This design comes from an exercise in tuning for small area on the open sky130 flow, not from production work. At most, simulation tests tie the RTL to the original design; equivalence was not proved. The flow treats the clock pin as an ideal source, which a real chip does not have. Power is estimated from default activity; no workload was simulated.

==> inputs of run M <==
==> flow/design.v <==
package clk_gen_pkg;
  localparam int CNT_W_DEF = 16;
  typedef logic [CNT_W_DEF-1:0] cnt_t;
  function automatic logic cfg_legal(input int unsigned period,
                                     input int unsigned high,
                                     input int unsigned phase,
                                     input int unsigned ch,
                                     input int unsigned num_ch);
    cfg_legal = (high != 32'd0) && (high < period) &&
                (phase < period) && (ch < num_ch);
  endfunction
endpackage
module clk_gen_chan
#(
  parameter int CNT_W = clk_gen_pkg::CNT_W_DEF
) (
  input  logic             clk,
  input  logic             rst_n,
  input  logic             enable,
  input  logic             ld,
  input  logic             wr_en,
  input  logic [CNT_W-1:0] wr_hm1,
  input  logic [CNT_W-1:0] wr_lm1,
  input  logic [CNT_W-1:0] wr_phase,
  output logic             pending,
  output logic             clk_out,
  output logic             rise_pulse
);
  logic             run_q, clk_out_q, rise_q, pend_q;
  logic [CNT_W-1:0] cnt_q, cnt_d;
  logic [CNT_W-1:0] hi_q, lo_q, ph_q, cur_lo_q;
  logic             zero, stay, boundary;
  assign zero     = (cnt_q == '0);
  assign stay     = run_q & enable;
  assign boundary = stay & ~clk_out_q & zero;
  logic s_dec, s_hi, s_lo, s_idle;
  logic [CNT_W-1:0] ph_d;
  assign s_dec = stay & ~zero;
  assign s_hi  = stay & zero & ~clk_out_q;
  assign s_lo  = stay & zero & clk_out_q;
  assign s_idle = ~stay;
  assign ph_d  = ({CNT_W{ld}} & wr_phase) | ({CNT_W{~ld}} & ph_q);
  assign cnt_d = ({CNT_W{s_dec}} & (cnt_q - 1'b1)) |
                 ({CNT_W{s_hi}}  & hi_q) |
                 ({CNT_W{s_lo}}  & cur_lo_q) |
                 ({CNT_W{s_idle}} & ph_d);
  always_ff @(posedge clk) begin
    if (ld) begin
      hi_q <= wr_hm1;
      lo_q <= wr_lm1;
    end
    if (boundary) cur_lo_q <= lo_q;
    cnt_q <= cnt_d;
    ph_q  <= ph_d;
  end
  always_ff @(posedge clk) begin
    if (!rst_n) begin
      run_q     <= 1'b0;
      clk_out_q <= 1'b0;
      rise_q    <= 1'b0;
      pend_q    <= 1'b0;
    end else begin
      run_q     <= enable;
      clk_out_q <= stay & (clk_out_q ^ zero);
      rise_q    <= boundary;
      pend_q    <= stay & (wr_en | (pend_q & ~boundary));
    end
  end
  assign pending    = pend_q;
  assign clk_out    = clk_out_q;
  assign rise_pulse = rise_q;
endmodule
module clk_gen_multi
#(
  parameter int NUM_CH     = 8,
  parameter int CNT_W      = clk_gen_pkg::CNT_W_DEF,
  parameter int DEF_PERIOD = 10,
  parameter int DEF_HIGH   = 5
) (
  input  logic              clk,
  input  logic              rst_n,
  input  logic              cfg_valid,
  output logic              cfg_ready,
  input  logic [((NUM_CH > 1) ? $clog2(NUM_CH) : 1)-1:0] cfg_ch,
  input  logic [CNT_W-1:0]  cfg_period,
  input  logic [CNT_W-1:0]  cfg_high,
  input  logic [CNT_W-1:0]  cfg_phase,
  output logic              cfg_err,
  input  logic [NUM_CH-1:0] enable,
  output logic [NUM_CH-1:0] clk_out,
  output logic [NUM_CH-1:0] rise_pulse
);
  localparam int CH_W = (NUM_CH > 1) ? $clog2(NUM_CH) : 1;
  logic [NUM_CH-1:0]      pending;
  logic [(1<<CH_W)-1:0]   pending_pad;
  logic                   fire;
  logic                   legal;
  logic                   cfg_err_q;
  logic [CNT_W-1:0]       hm1, lm1;
  logic [CNT_W-1:0]       bus_hm1, bus_lm1, bus_phase;
  always_comb begin
    pending_pad             = '0;
    pending_pad[NUM_CH-1:0] = pending;
  end
  assign cfg_ready = ~pending_pad[cfg_ch];
  assign fire      = cfg_valid & cfg_ready;
  assign legal     = clk_gen_pkg::cfg_legal(32'(cfg_period), 32'(cfg_high),
                                   32'(cfg_phase), 32'(cfg_ch), 32'(NUM_CH));
  assign hm1       = cfg_high - 1'b1;
  assign lm1       = cfg_period + ~cfg_high;
  assign bus_hm1   = rst_n ? hm1       : CNT_W'(DEF_HIGH - 1);
  assign bus_lm1   = rst_n ? lm1       : CNT_W'(DEF_PERIOD - DEF_HIGH - 1);
  assign bus_phase = rst_n ? cfg_phase : '0;
  always_ff @(posedge clk) begin
    if (!rst_n) cfg_err_q <= 1'b0;
    else        cfg_err_q <= fire & ~legal;
  end
  assign cfg_err = cfg_err_q;
  for (genvar i = 0; i < NUM_CH; i++) begin : g_ch
    logic wr_en;
    assign wr_en = fire & legal & (cfg_ch == CH_W'(i));
    clk_gen_chan #(
      .CNT_W      (CNT_W)
    ) u_chan (
      .clk        (clk),
      .rst_n      (rst_n),
      .enable     (enable[i]),
      .ld         (wr_en | ~rst_n),
      .wr_en      (wr_en),
      .wr_hm1     (bus_hm1),
      .wr_lm1     (bus_lm1),
      .wr_phase   (bus_phase),
      .pending    (pending[i]),
      .clk_out    (clk_out[i]),
      .rise_pulse (rise_pulse[i])
    );
  end
endmodule
==> flow/run.sh <==
#!/bin/bash
# synth_recipe.tcl (not shown) runs the flow's synth.tcl, then flattens the netlist and writes it again
# the make line also repeats each setting of config.mk as NAME=value (left out here)
make -C /OpenROAD-flow-scripts/flow DESIGN_CONFIG=/design/flow/config.mk WORK_HOME=/design/flow/orfs CLKGATE_MAP_FILE= SYNTH_SCRIPT=/design/flow/synth_recipe.tcl finish
==> flow/config.mk <==
export PLATFORM = sky130hd
export DESIGN_NAME = clk_gen_multi
export DESIGN_NICKNAME = clk_gen_multi
export VERILOG_FILES = /design/flow/design.v
export SDC_FILE = /design/flow/constraint.sdc
export NUM_CORES = 4
export LEC_CHECK = 0
export CAP_MARGIN = 20
export CORE_MARGIN = 2
export CORE_UTILIZATION = 40
export CTS_BUF_LIST = sky130_fd_sc_hd__clkbuf_8
export CTS_CLUSTER_DIAMETER = 50
export CTS_CLUSTER_SIZE = 16
export SLEW_MARGIN = 20
==> flow/constraint.sdc <==
create_clock -name core_clock -period 8.0 [get_ports {clk}]
set_input_delay 1.6000 -clock core_clock [delete_from_list [all_inputs] [get_ports {clk}]]
set_output_delay 1.6000 -clock core_clock [all_outputs]
set_load 0.01 [all_outputs]
==> run E: changes against run M <==
==> flow/design.v (replaced) <==
package clk_gen_pkg;
  localparam int CNT_W_DEF = 16;
  typedef logic [CNT_W_DEF-1:0] cnt_t;
  typedef enum logic [1:0] {
    IDLE  = 2'd0,
    PHASE = 2'd1,
    RUN   = 2'd2
  } chan_state_e;
  typedef struct packed {
    cnt_t period;
    cnt_t high;
    cnt_t phase;
  } cfg_s;
  function automatic logic cfg_legal(input int unsigned period,
                                     input int unsigned high,
                                     input int unsigned phase,
                                     input int unsigned ch,
                                     input int unsigned num_ch);
    cfg_legal = (period >= 32'd2) && (high != 32'd0) && (high < period) &&
                (phase < period) && (ch < num_ch);
  endfunction
endpackage
module clk_gen_chan
#(
  parameter int CNT_W      = clk_gen_pkg::CNT_W_DEF,
  parameter int DEF_PERIOD = 10,
  parameter int DEF_HIGH   = 5
) (
  input  logic             clk,
  input  logic             rst_n,
  input  logic             enable,
  input  logic             wr_en,
  input  logic [CNT_W-1:0] wr_period,
  input  logic [CNT_W-1:0] wr_high,
  input  logic [CNT_W-1:0] wr_phase,
  output logic             pending,
  output logic             clk_out,
  output logic             rise_pulse
);
  typedef struct packed {
    logic [CNT_W-1:0] period;
    logic [CNT_W-1:0] high;
    logic [CNT_W-1:0] phase;
  } chan_cfg_t;
  localparam chan_cfg_t CFG_RST = {CNT_W'(DEF_PERIOD), CNT_W'(DEF_HIGH), {CNT_W{1'b0}}};
  clk_gen_pkg::chan_state_e      state_q, state_d;
  logic [CNT_W-1:0] cnt_q, cnt_d;
  chan_cfg_t        act_q, act_d;
  chan_cfg_t        shd_q, shd_d;
  logic             pend_q, pend_d;
  logic             clk_out_q, clk_out_d;
  logic             rise_q, rise_d;
  chan_cfg_t        wr_cfg;
  logic [CNT_W-1:0] idle_period;
  logic [CNT_W-1:0] idle_phase;
  logic [CNT_W-1:0] cnt_inc;
  logic             boundary;
  logic             keep_high;
  logic             commit;
  always_comb begin
    state_d   = state_q;
    cnt_d     = cnt_q;
    act_d     = act_q;
    shd_d     = shd_q;
    pend_d    = pend_q;
    commit    = 1'b0;
    wr_cfg    = {wr_period, wr_high, wr_phase};
    idle_period = wr_en ? wr_period : act_q.period;
    idle_phase  = wr_en ? wr_phase  : act_q.phase;
    cnt_inc   = cnt_q + 1'b1;
    boundary  = (state_q == clk_gen_pkg::RUN) && (cnt_q == act_q.period - 1'b1);
    keep_high = 1'b0;
    case (state_q)
      clk_gen_pkg::IDLE: begin
        cnt_d = '0;
        if (enable) begin
          if (idle_phase == '0) begin
            state_d = clk_gen_pkg::RUN;
            cnt_d   = idle_period - 1'b1;
          end else begin
            state_d = clk_gen_pkg::PHASE;
            cnt_d   = idle_phase - 1'b1;
          end
        end
      end
      clk_gen_pkg::PHASE: begin
        if (!enable) begin
          state_d = clk_gen_pkg::IDLE;
          cnt_d   = '0;
          commit  = 1'b1;
        end else if (cnt_q == '0) begin
          state_d = clk_gen_pkg::RUN;
          cnt_d   = act_q.period - 1'b1;
        end else begin
          cnt_d = cnt_q - 1'b1;
        end
      end
      clk_gen_pkg::RUN: begin
        if (enable || keep_high) begin
          if (boundary) begin
            cnt_d  = '0;
            commit = 1'b1;
          end else begin
            cnt_d = cnt_inc;
          end
        end else begin
          state_d = clk_gen_pkg::IDLE;
          cnt_d   = '0;
          commit  = 1'b1;
        end
      end
      default: begin
        state_d = clk_gen_pkg::IDLE;
        cnt_d   = '0;
      end
    endcase
    if (commit && pend_q) begin
      act_d  = shd_q;
      pend_d = 1'b0;
    end
    if (wr_en) begin
      if ((state_q == clk_gen_pkg::IDLE) || (state_d == clk_gen_pkg::IDLE)) begin
        act_d = wr_cfg;
      end else begin
        shd_d  = wr_cfg;
        pend_d = 1'b1;
      end
    end
    clk_out_d = (state_q == clk_gen_pkg::RUN) && (state_d == clk_gen_pkg::RUN) && (cnt_d < act_d.high);
    rise_d    = clk_out_d && !clk_out_q;
  end
  always_ff @(posedge clk) begin
    if (!rst_n) begin
      state_q   <= clk_gen_pkg::IDLE;
      cnt_q     <= '0;
      act_q     <= CFG_RST;
      shd_q     <= CFG_RST;
      pend_q    <= 1'b0;
      clk_out_q <= 1'b0;
      rise_q    <= 1'b0;
    end else begin
      state_q   <= state_d;
      cnt_q     <= cnt_d;
      act_q     <= act_d;
      shd_q     <= shd_d;
      pend_q    <= pend_d;
      clk_out_q <= clk_out_d;
      rise_q    <= rise_d;
    end
  end
  assign pending    = pend_q;
  assign clk_out    = clk_out_q;
  assign rise_pulse = rise_q;
endmodule
module clk_gen_multi
#(
  parameter int NUM_CH     = 8,
  parameter int CNT_W      = clk_gen_pkg::CNT_W_DEF,
  parameter int DEF_PERIOD = 10,
  parameter int DEF_HIGH   = 5
) (
  input  logic              clk,
  input  logic              rst_n,
  input  logic              cfg_valid,
  output logic              cfg_ready,
  input  logic [((NUM_CH > 1) ? $clog2(NUM_CH) : 1)-1:0] cfg_ch,
  input  logic [CNT_W-1:0]  cfg_period,
  input  logic [CNT_W-1:0]  cfg_high,
  input  logic [CNT_W-1:0]  cfg_phase,
  output logic              cfg_err,
  input  logic [NUM_CH-1:0] enable,
  output logic [NUM_CH-1:0] clk_out,
  output logic [NUM_CH-1:0] rise_pulse
);
  localparam int CH_W = (NUM_CH > 1) ? $clog2(NUM_CH) : 1;
  logic [NUM_CH-1:0]      pending;
  logic [NUM_CH-1:0]      wr_en;
  logic [(1<<CH_W)-1:0]   pending_pad;
  logic                   fire;
  logic                   legal;
  logic                   cfg_err_d, cfg_err_q;
  always_comb begin
    pending_pad             = '0;
    pending_pad[NUM_CH-1:0] = pending;
  end
  assign cfg_ready = ~pending_pad[cfg_ch];
  assign fire          = cfg_valid & cfg_ready;
  assign legal         = clk_gen_pkg::cfg_legal(32'(cfg_period), 32'(cfg_high),
                                   32'(cfg_phase), 32'(cfg_ch), 32'(NUM_CH));
  assign cfg_err_d     = fire & ~legal;
  always_ff @(posedge clk) begin
    if (!rst_n) begin
      cfg_err_q <= 1'b0;
    end else begin
      cfg_err_q <= cfg_err_d;
    end
  end
  assign cfg_err = cfg_err_q;
  for (genvar i = 0; i < NUM_CH; i++) begin : g_ch
    assign wr_en[i] = fire & legal & (cfg_ch == CH_W'(i));
    clk_gen_chan #(
      .CNT_W      (CNT_W),
      .DEF_PERIOD (DEF_PERIOD),
      .DEF_HIGH   (DEF_HIGH)
    ) u_chan (
      .clk        (clk),
      .rst_n      (rst_n),
      .enable     (enable[i]),
      .wr_en      (wr_en[i]),
      .wr_period  (cfg_period),
      .wr_high    (cfg_high),
      .wr_phase   (cfg_phase),
      .pending    (pending[i]),
      .clk_out    (clk_out[i]),
      .rise_pulse (rise_pulse[i])
    );
  end
endmodule
- CTS_BUF_LIST: sky130_fd_sc_hd__clkbuf_8 -> not set
- CTS_CLUSTER_DIAMETER: 50 -> not set
- CTS_CLUSTER_SIZE: 16 -> not set
==> run B: changes against run M <==
==> flow/flow/run.sh (new file) <==
#!/bin/bash
# Standard layout with the smallest buffer on each port and an area-recovery pass after CTS.
export BUFFER_PORTS_ARGS="-buffer_cell sky130_fd_sc_hd__buf_1"
export POST_CTS_TCL=$(pwd)/flow/post_cts.tcl
bash standard.sh > standard.log 2>&1
==> flow/flow/post_cts.tcl (new file) <==
# Area recovery after CTS: downsize cells that have timing slack to spare.
log_cmd estimate_parasitics -placement
report_design_area
repair_timing -recover_power 100 -verbose
report_design_area
detailed_placement
check_placement -verbose
==> flow/standard.sh (new file) <==
#!/bin/bash
# synth_recipe.tcl (not shown) runs the flow's synth.tcl, then flattens the netlist and writes it again
# the make line also repeats each setting of config.mk as NAME=value (left out here)
make -C /OpenROAD-flow-scripts/flow DESIGN_CONFIG=/design/flow/config.mk WORK_HOME=/design/flow/orfs CLKGATE_MAP_FILE= SYNTH_SCRIPT=/design/flow/synth_recipe.tcl "${@:-finish}"
- CTS_BUF_LIST: sky130_fd_sc_hd__clkbuf_8 -> sky130_fd_sc_hd__clkbuf_16
- CTS_CLUSTER_DIAMETER: 50 -> 60
- CTS_CLUSTER_SIZE: 16 -> 24
removed: flow/run.sh
==> summary.txt <==
- Between run B and run E, the lower combinational power is in run B (gap about 60%, measured against run E).
- Against run M, the critical path depth of run B is higher by 6.
- Against run B, the register-to-register slack of run E is worse by 2.4 ns.
- Between run M and run E, the lower core utilization is in run E (gap 1.0 points).
Function not checked in run M and run B: the RTL went through the layout flow alone.

## separate check: timing with driven ports
In the flow no input, the clock included, has a driving cell. The finished layouts below were timed again as built, in two steps. Step 1 (the two cells are an assumption about what drives the block):
set clk [get_ports {clk}]
set_driving_cell -lib_cell sky130_fd_sc_hd__clkbuf_16 $clk
set_driving_cell -lib_cell sky130_fd_sc_hd__buf_2 [delete_from_list [all_inputs] $clk]
Step 2, shift: input delay + t, output delay - t, t = (earliest + latest rising clock arrival at the registers) / 2. This alone moves slack from input paths to output paths. a / b / c = no drivers / after step 1 / after step 2; a / b = the first two.
| run | t, ns | setup slack, ns | worst setup path after step 2 | worst register clock-pin slew, ns |
|---|---|---|---|---|
| run M | 0.721 | 2.634 / 2.582 / 1.939 | input to register | 0.10 / 0.10 |
| run E | 0.809 | 0.598 / 0.651 / -0.158 | input to register | 0.07 / 0.07 |
| run B | 0.661 | 3.064 / 3.104 / 2.443 | input to register | 0.09 / 0.09 |
Met with ideal ports but missed after step 2: setup timing in run E. The setup slack of run E, which loses most, moves by +0.053 ns with the drivers and by -0.756 ns with both steps.
